What follows belongs to an exercise in optimizing a design on an open flow for small area, a short achievable clock period and few clock cycles; a production flow would make more cautious choices. In this exercise RTL edits were held to simulation tests only and were not proved equivalent to the original. No activity file was given, so power comes from the tool's default toggle rates.

==> flow/design.v <==
`default_nettype none
package hkc_pkg;
  localparam int KEY_W            = 32;
  localparam int VAL_W            = 16;
  localparam int DEF_POOL_ENTRIES = 64;
  typedef enum logic {
    OP_LOOKUP = 1'b0,
    OP_INSERT = 1'b1
  } op_t;
  typedef enum logic [1:0] {
    ST_FOUND     = 2'd0,
    ST_NOT_FOUND = 2'd1,
    ST_INSERTED  = 2'd2,
    ST_FULL      = 2'd3
  } status_t;
  typedef struct packed {
    logic             op;
    logic [KEY_W-1:0] key;
    logic [VAL_W-1:0] value;
  } in_item_t;
  typedef struct packed {
    logic [1:0]       status;
    logic [VAL_W-1:0] found_value;
    logic             from_hot;
  } out_item_t;
endpackage
`default_nettype wire
`default_nettype none
module hkc_ctrl
#(
  parameter int POOL_ENTRIES = hkc_pkg::DEF_POOL_ENTRIES
) (
  input  logic                      clk,
  input  logic                      rst_n,
  input  logic                      start,
  input  logic                      op,
  input  logic                      found,
  input  logic                      hot_hit,
  input  logic [hkc_pkg::VAL_W-1:0] found_val,
  input  logic                      pend_block,
  output logic                      s3_ins,
  output logic                      in_ins,
  output logic                      req_v,
  output logic                      is_insert,
  output logic                      full,
  output logic                      busy,
  output logic                      out_valid,
  output hkc_pkg::out_item_t        out_item
);
  localparam int CNT_W = $clog2(POOL_ENTRIES + 1);
  logic               busy_r;
  logic               s3_v_r;
  logic               s3_op_r;
  logic [CNT_W-1:0]   used_r;
  logic               out_valid_r;
  hkc_pkg::out_item_t out_r;
  assign s3_ins = s3_v_r && (s3_op_r == hkc_pkg::OP_INSERT);
  assign in_ins = start && !busy_r && (op == hkc_pkg::OP_INSERT);
  always_ff @(posedge clk) begin
    busy_r  <= rst_n & !full & pend_block;
    s3_v_r  <= rst_n & start & !busy_r;
    s3_op_r <= op;
  end
  assign req_v     = s3_v_r;
  assign is_insert = (s3_op_r == hkc_pkg::OP_INSERT);
  assign full      = (used_r == CNT_W'(POOL_ENTRIES));
  always_ff @(posedge clk) begin
    if (!rst_n) begin
      used_r <= '0;
    end else if (s3_v_r && is_insert && !full) begin
      used_r <= used_r + 1'b1;
    end
  end
  always_ff @(posedge clk) begin
    out_valid_r <= rst_n & s3_v_r;
    if (is_insert) begin
      out_r.status      <= full ? hkc_pkg::ST_FULL : hkc_pkg::ST_INSERTED;
      out_r.found_value <= '0;
      out_r.from_hot    <= 1'b0;
    end else begin
      out_r.status      <= found ? hkc_pkg::ST_FOUND : hkc_pkg::ST_NOT_FOUND;
      out_r.found_value <= found_val;
      out_r.from_hot    <= hot_hit;
    end
  end
  assign busy      = busy_r;
  assign out_valid = out_valid_r;
  assign out_item  = out_r;
endmodule
`default_nettype wire
`default_nettype none
module hkc_dpath
#(
  parameter int POOL_ENTRIES = hkc_pkg::DEF_POOL_ENTRIES,
  parameter int NUM_WR       = 4
) (
  input  logic                      clk,
  input  logic                      rst_n,
  input  logic [hkc_pkg::KEY_W-1:0] key_in,
  input  logic [hkc_pkg::VAL_W-1:0] value_in,
  input  logic                      req_v,
  input  logic                      is_insert,
  input  logic                      full,
  output logic                      found,
  output logic                      hot_hit,
  output logic [hkc_pkg::VAL_W-1:0] found_val,
  input  logic                      s3_ins,
  input  logic                      in_ins,
  output logic                      pend_block
);
  localparam int SPACING = POOL_ENTRIES / NUM_WR;
  logic [hkc_pkg::KEY_W-1:0] s3_key_r;
  logic [hkc_pkg::VAL_W-1:0] s3_val_r;
  logic [POOL_ENTRIES-1:0]   s3_eq_r;
  logic [POOL_ENTRIES-1:0]   s3_match;
  logic [NUM_WR-1:0]         wrote_r;
  logic                      s3_hot_eq_r;
  logic                      s3_prev_eq_r;
  logic                      prev_new_r;
  logic                      prev_hot_r;
  logic [hkc_pkg::VAL_W-1:0] prev_val_r;
  logic [hkc_pkg::KEY_W-1:0] key_mem [POOL_ENTRIES];
  logic [hkc_pkg::VAL_W-1:0] val_mem [POOL_ENTRIES];
  logic [POOL_ENTRIES-1:0]   valid_r;
  logic [POOL_ENTRIES-1:0]   match;
  logic [NUM_WR-1:0]         wr_first;
  logic [2:0]                free_at;
  logic [hkc_pkg::KEY_W-1:0] wr_key;
  logic [hkc_pkg::VAL_W-1:0] wr_val;
  logic                      wr_valid;
  logic                      pend_v_r;
  logic [hkc_pkg::KEY_W-1:0] pend_key_r;
  logic [hkc_pkg::VAL_W-1:0] pend_val_r;
  logic                      s3_pend_eq_r;
  logic [hkc_pkg::VAL_W-1:0] s3_pend_val_r;
  logic                      hot_valid_r;
  logic [hkc_pkg::KEY_W-1:0] hot_key_r;
  logic                      new_ins;
  logic                      hot_upd;
  logic                      pool_found;
  logic [hkc_pkg::VAL_W-1:0] pool_val;
  always_comb begin
    for (int i = 0; i < POOL_ENTRIES; i++) begin
      match[i] = (key_mem[i] == key_in);
    end
  end
  always_ff @(posedge clk) begin
    s3_key_r     <= key_in;
    s3_val_r     <= value_in;
    s3_eq_r      <= match;
    s3_hot_eq_r  <= hot_valid_r && (hot_key_r == key_in);
    s3_prev_eq_r <= (s3_key_r == key_in);
    s3_pend_eq_r <= pend_v_r && (pend_key_r == key_in);
    s3_pend_val_r <= pend_val_r;
  end
  always_comb begin
    pool_val = '0;
    for (int i = 0; i < POOL_ENTRIES; i++) begin
      s3_match[i] = s3_eq_r[i] && valid_r[(i + 1) % POOL_ENTRIES] &&
                    !((i + 1) % SPACING == 0 && wrote_r[((i + 1) % POOL_ENTRIES) / SPACING]);
      pool_val = pool_val |
                 ({hkc_pkg::VAL_W{s3_match[(i + POOL_ENTRIES - 1) % POOL_ENTRIES]}} & val_mem[i]);
    end
    pool_found = |s3_match;
  end
  assign found     = pool_found || s3_pend_eq_r || (prev_new_r && s3_prev_eq_r);
  assign found_val = pool_val |
                     ({hkc_pkg::VAL_W{s3_pend_eq_r}} & s3_pend_val_r) |
                     ({hkc_pkg::VAL_W{prev_new_r && s3_prev_eq_r}} & prev_val_r);
  assign hot_hit   = prev_hot_r ? s3_prev_eq_r : s3_hot_eq_r;
  assign new_ins = req_v && is_insert && !full && !found;
  assign hot_upd = req_v && !is_insert && found;
  always_comb begin
    logic taken;
    taken   = 1'b0;
    free_at = '0;
    for (int j = 0; j < NUM_WR; j++) begin
      wr_first[j] = !valid_r[(j * SPACING + POOL_ENTRIES - 1) % POOL_ENTRIES] && !taken;
      taken       = taken || wr_first[j];
      for (int k = 0; k < 3; k++) begin
        if (!valid_r[(j * SPACING + POOL_ENTRIES - 1 - k) % POOL_ENTRIES]) free_at[k] = 1'b1;
      end
    end
  end
  assign wr_key   = pend_v_r ? pend_key_r : s3_key_r;
  assign wr_val   = pend_v_r ? pend_val_r : s3_val_r;
  assign wr_valid = pend_v_r || new_ins;
  function automatic logic pend_next(logic pv, logic free, logic ins);
    pend_next = (pv && !free) || (ins && (pv || !free));
  endfunction
  always_comb begin
    logic pv1, pv2;
    pv1        = pend_next(pend_v_r, free_at[0], s3_ins);
    pv2        = pend_next(pv1, free_at[1], in_ins);
    pend_block = pv2 && !free_at[2];
  end
  always_ff @(posedge clk) begin
    wrote_r <= wr_first;
  end
  always_ff @(posedge clk) begin
    if (!rst_n) begin
      pend_v_r <= 1'b0;
    end else begin
      pend_v_r <= pend_next(pend_v_r, free_at[0], new_ins);
    end
    if (!(pend_v_r && !free_at[0])) begin
      pend_key_r <= s3_key_r;
      pend_val_r <= s3_val_r;
    end
  end
  always_ff @(posedge clk) begin
    for (int i = 0; i < POOL_ENTRIES; i++) begin
      if (i % SPACING == 0 && wr_first[i / SPACING]) begin
        key_mem[i] <= wr_key;
        val_mem[i] <= wr_val;
      end else begin
        key_mem[i] <= key_mem[(i + POOL_ENTRIES - 1) % POOL_ENTRIES];
        val_mem[i] <= val_mem[(i + POOL_ENTRIES - 1) % POOL_ENTRIES];
      end
    end
  end
  always_ff @(posedge clk) begin
    for (int i = 0; i < POOL_ENTRIES; i++) begin
      if (!rst_n) begin
        valid_r[i] <= 1'b0;
      end else if (i % SPACING == 0 && wr_first[i / SPACING]) begin
        valid_r[i] <= wr_valid;
      end else begin
        valid_r[i] <= valid_r[(i + POOL_ENTRIES - 1) % POOL_ENTRIES];
      end
    end
  end
  always_ff @(posedge clk) begin
    if (!rst_n) begin
      hot_valid_r <= 1'b0;
      prev_new_r  <= 1'b0;
      prev_hot_r  <= 1'b0;
    end else begin
      if (hot_upd) begin
        hot_valid_r <= 1'b1;
      end
      prev_new_r <= new_ins;
      prev_hot_r <= hot_upd;
    end
  end
  always_ff @(posedge clk) begin
    prev_val_r <= s3_val_r;
    if (hot_upd) begin
      hot_key_r <= s3_key_r;
    end
  end
endmodule
`default_nettype wire
`default_nettype none
module hashed_key_cache_with_hot_entry
#(
  parameter int POOL_ENTRIES = hkc_pkg::DEF_POOL_ENTRIES
) (
  input  logic      clk,
  input  logic      rst_n,
  input  logic      start,
  input  hkc_pkg::in_item_t  in_item,
  output logic      busy,
  output logic      out_valid,
  output hkc_pkg::out_item_t out_item
);
  logic                      req_v;
  logic                      is_insert;
  logic                      found;
  logic                      hot_hit;
  logic                      full;
  logic                      pend_block;
  logic                      s3_ins;
  logic                      in_ins;
  logic [hkc_pkg::VAL_W-1:0] found_val;
  hkc_ctrl #(
    .POOL_ENTRIES (POOL_ENTRIES)
  ) u_ctrl (
    .clk       (clk),
    .rst_n     (rst_n),
    .start     (start),
    .op        (in_item.op),
    .found     (found),
    .hot_hit   (hot_hit),
    .found_val (found_val),
    .req_v     (req_v),
    .is_insert (is_insert),
    .full      (full),
    .pend_block (pend_block),
    .s3_ins    (s3_ins),
    .in_ins    (in_ins),
    .busy      (busy),
    .out_valid (out_valid),
    .out_item  (out_item)
  );
  hkc_dpath #(
    .POOL_ENTRIES (POOL_ENTRIES)
  ) u_dpath (
    .clk       (clk),
    .rst_n     (rst_n),
    .key_in    (in_item.key),
    .value_in  (in_item.value),
    .req_v     (req_v),
    .is_insert (is_insert),
    .full      (full),
    .found     (found),
    .hot_hit   (hot_hit),
    .found_val (found_val),
    .s3_ins    (s3_ins),
    .in_ins    (in_ins),
    .pend_block (pend_block)
  );
endmodule
`default_nettype wire
==> flow/config.mk <==
export PLATFORM = sky130hd
export DESIGN_NAME = hashed_key_cache_with_hot_entry
export DESIGN_NICKNAME = hashed_key_cache_with_hot_entry
export VERILOG_FILES = /design/flow/design.v
export SDC_FILE = /design/flow/constraint.sdc
export NUM_CORES = 4
export LEC_CHECK = 0
export CAP_MARGIN = 20
export CORE_MARGIN = 2
export CORE_UTILIZATION = 40
export CTS_CLUSTER_DIAMETER = 100
export CTS_CLUSTER_SIZE = 25
export SLEW_MARGIN = 20
==> flow/constraint.sdc <==
create_clock -name core_clock -period 8.0 [get_ports {clk}]
set_input_delay 1.6000 -clock core_clock [delete_from_list [all_inputs] [get_ports {clk}]]
set_output_delay 1.6000 -clock core_clock [all_outputs]
set_load 0.01 [all_outputs]
standard.sh (not shown) runs the stock make flow with config.mk's settings and CLKGATE_MAP_FILE= SYNTH_SCRIPT=/design/flow/synth_recipe.tcl, a recipe that flattens the netlist after the stock synthesis.
==> flow/flow/run.sh <==
#!/bin/bash
set -euo pipefail
bash standard.sh finish SETUP_SLACK_MARGIN=5.3 > make_finish.log 2>&1
Testbench counts at the start, summed over its fixed seeds: cycles 18,563.
Edit:
--- a/flow/design.v
+++ b/flow/design.v
@@ -53,8 +53,10 @@
   logic               s3_op_r;
   logic [CNT_W-1:0]   used_r;
   logic               out_valid_r;
   hkc_pkg::out_item_t out_r;
+  logic               out_valid_q;
+  hkc_pkg::out_item_t out_q;
   assign s3_ins = s3_v_r && (s3_op_r == hkc_pkg::OP_INSERT);
   assign in_ins = start && !busy_r && (op == hkc_pkg::OP_INSERT);
   always_ff @(posedge clk) begin
     busy_r  <= rst_n & !full & pend_block;
@@ -82,11 +84,15 @@
       out_r.found_value <= found_val;
       out_r.from_hot    <= hot_hit;
     end
   end
+  always_ff @(posedge clk) begin
+    out_valid_q <= rst_n & out_valid_r;
+    out_q       <= out_r;
+  end
   assign busy      = busy_r;
-  assign out_valid = out_valid_r;
-  assign out_item  = out_r;
+  assign out_valid = out_valid_q;
+  assign out_item  = out_q;
 endmodule
 `default_nettype wire
 `default_nettype none
 module hkc_dpath
The new run went through all stages and came out clean.
Utilization decreases by 0.23 points.
Via count increases by 1.5%.
Cell area barely changes.
Combinational power is about the same.
Wire length increases by 2.5%.
Clock power decreases by about 0.8%.
Worst setup slack gets better by 0.0065 ns.
Worst hold slack gets worse by 0.0051 ns.
Synthesized cell count barely changes.
Power is about the same.
Die area increases by 0.37%.
Clock-buffer cell count decreases by 1.
Flip-flop and latch count increases by 20.
Area after synthesis increases by 0.37%.
Testbench counts after the change, summed over its fixed seeds: cycles 18,595.

separate check: timing with driven ports:
No port has a modelled driver above. Below, the same layouts with a new extraction and two added sets of constraints. Step 1, drivers: a clkbuf_16 drives clk and a buf_2 each remaining input, both assumed. Step 2, shift: input delay + t, output delay - t, t = (earliest + latest rising clock arrival at the registers) / 2. This alone moves slack from input paths to output paths. Slacks: ideal ports / drivers / drivers and shift; pairs: ideal ports / drivers.
| run | t (ns) | setup WS [ns] | clock arrival spread, ns | slew at the worst register clock pin (ns) | pins driven straight from the clock port |
|---|---|---|---|---|---|
| the first run | 0.941 | 5.017 / 4.916 / 4.390 | 0.056 / 0.055 | 0.12 / 0.12 | 1 |
| the second run | 0.937 | 5.023 / 4.924 / 4.324 | 0.047 / 0.048 | 0.11 / 0.11 | 1 |
After both steps setup and hold are still met in every run listed. The setup slack of the second run, which loses most, moves by -0.099 ns with the drivers and by -0.699 ns with both steps.
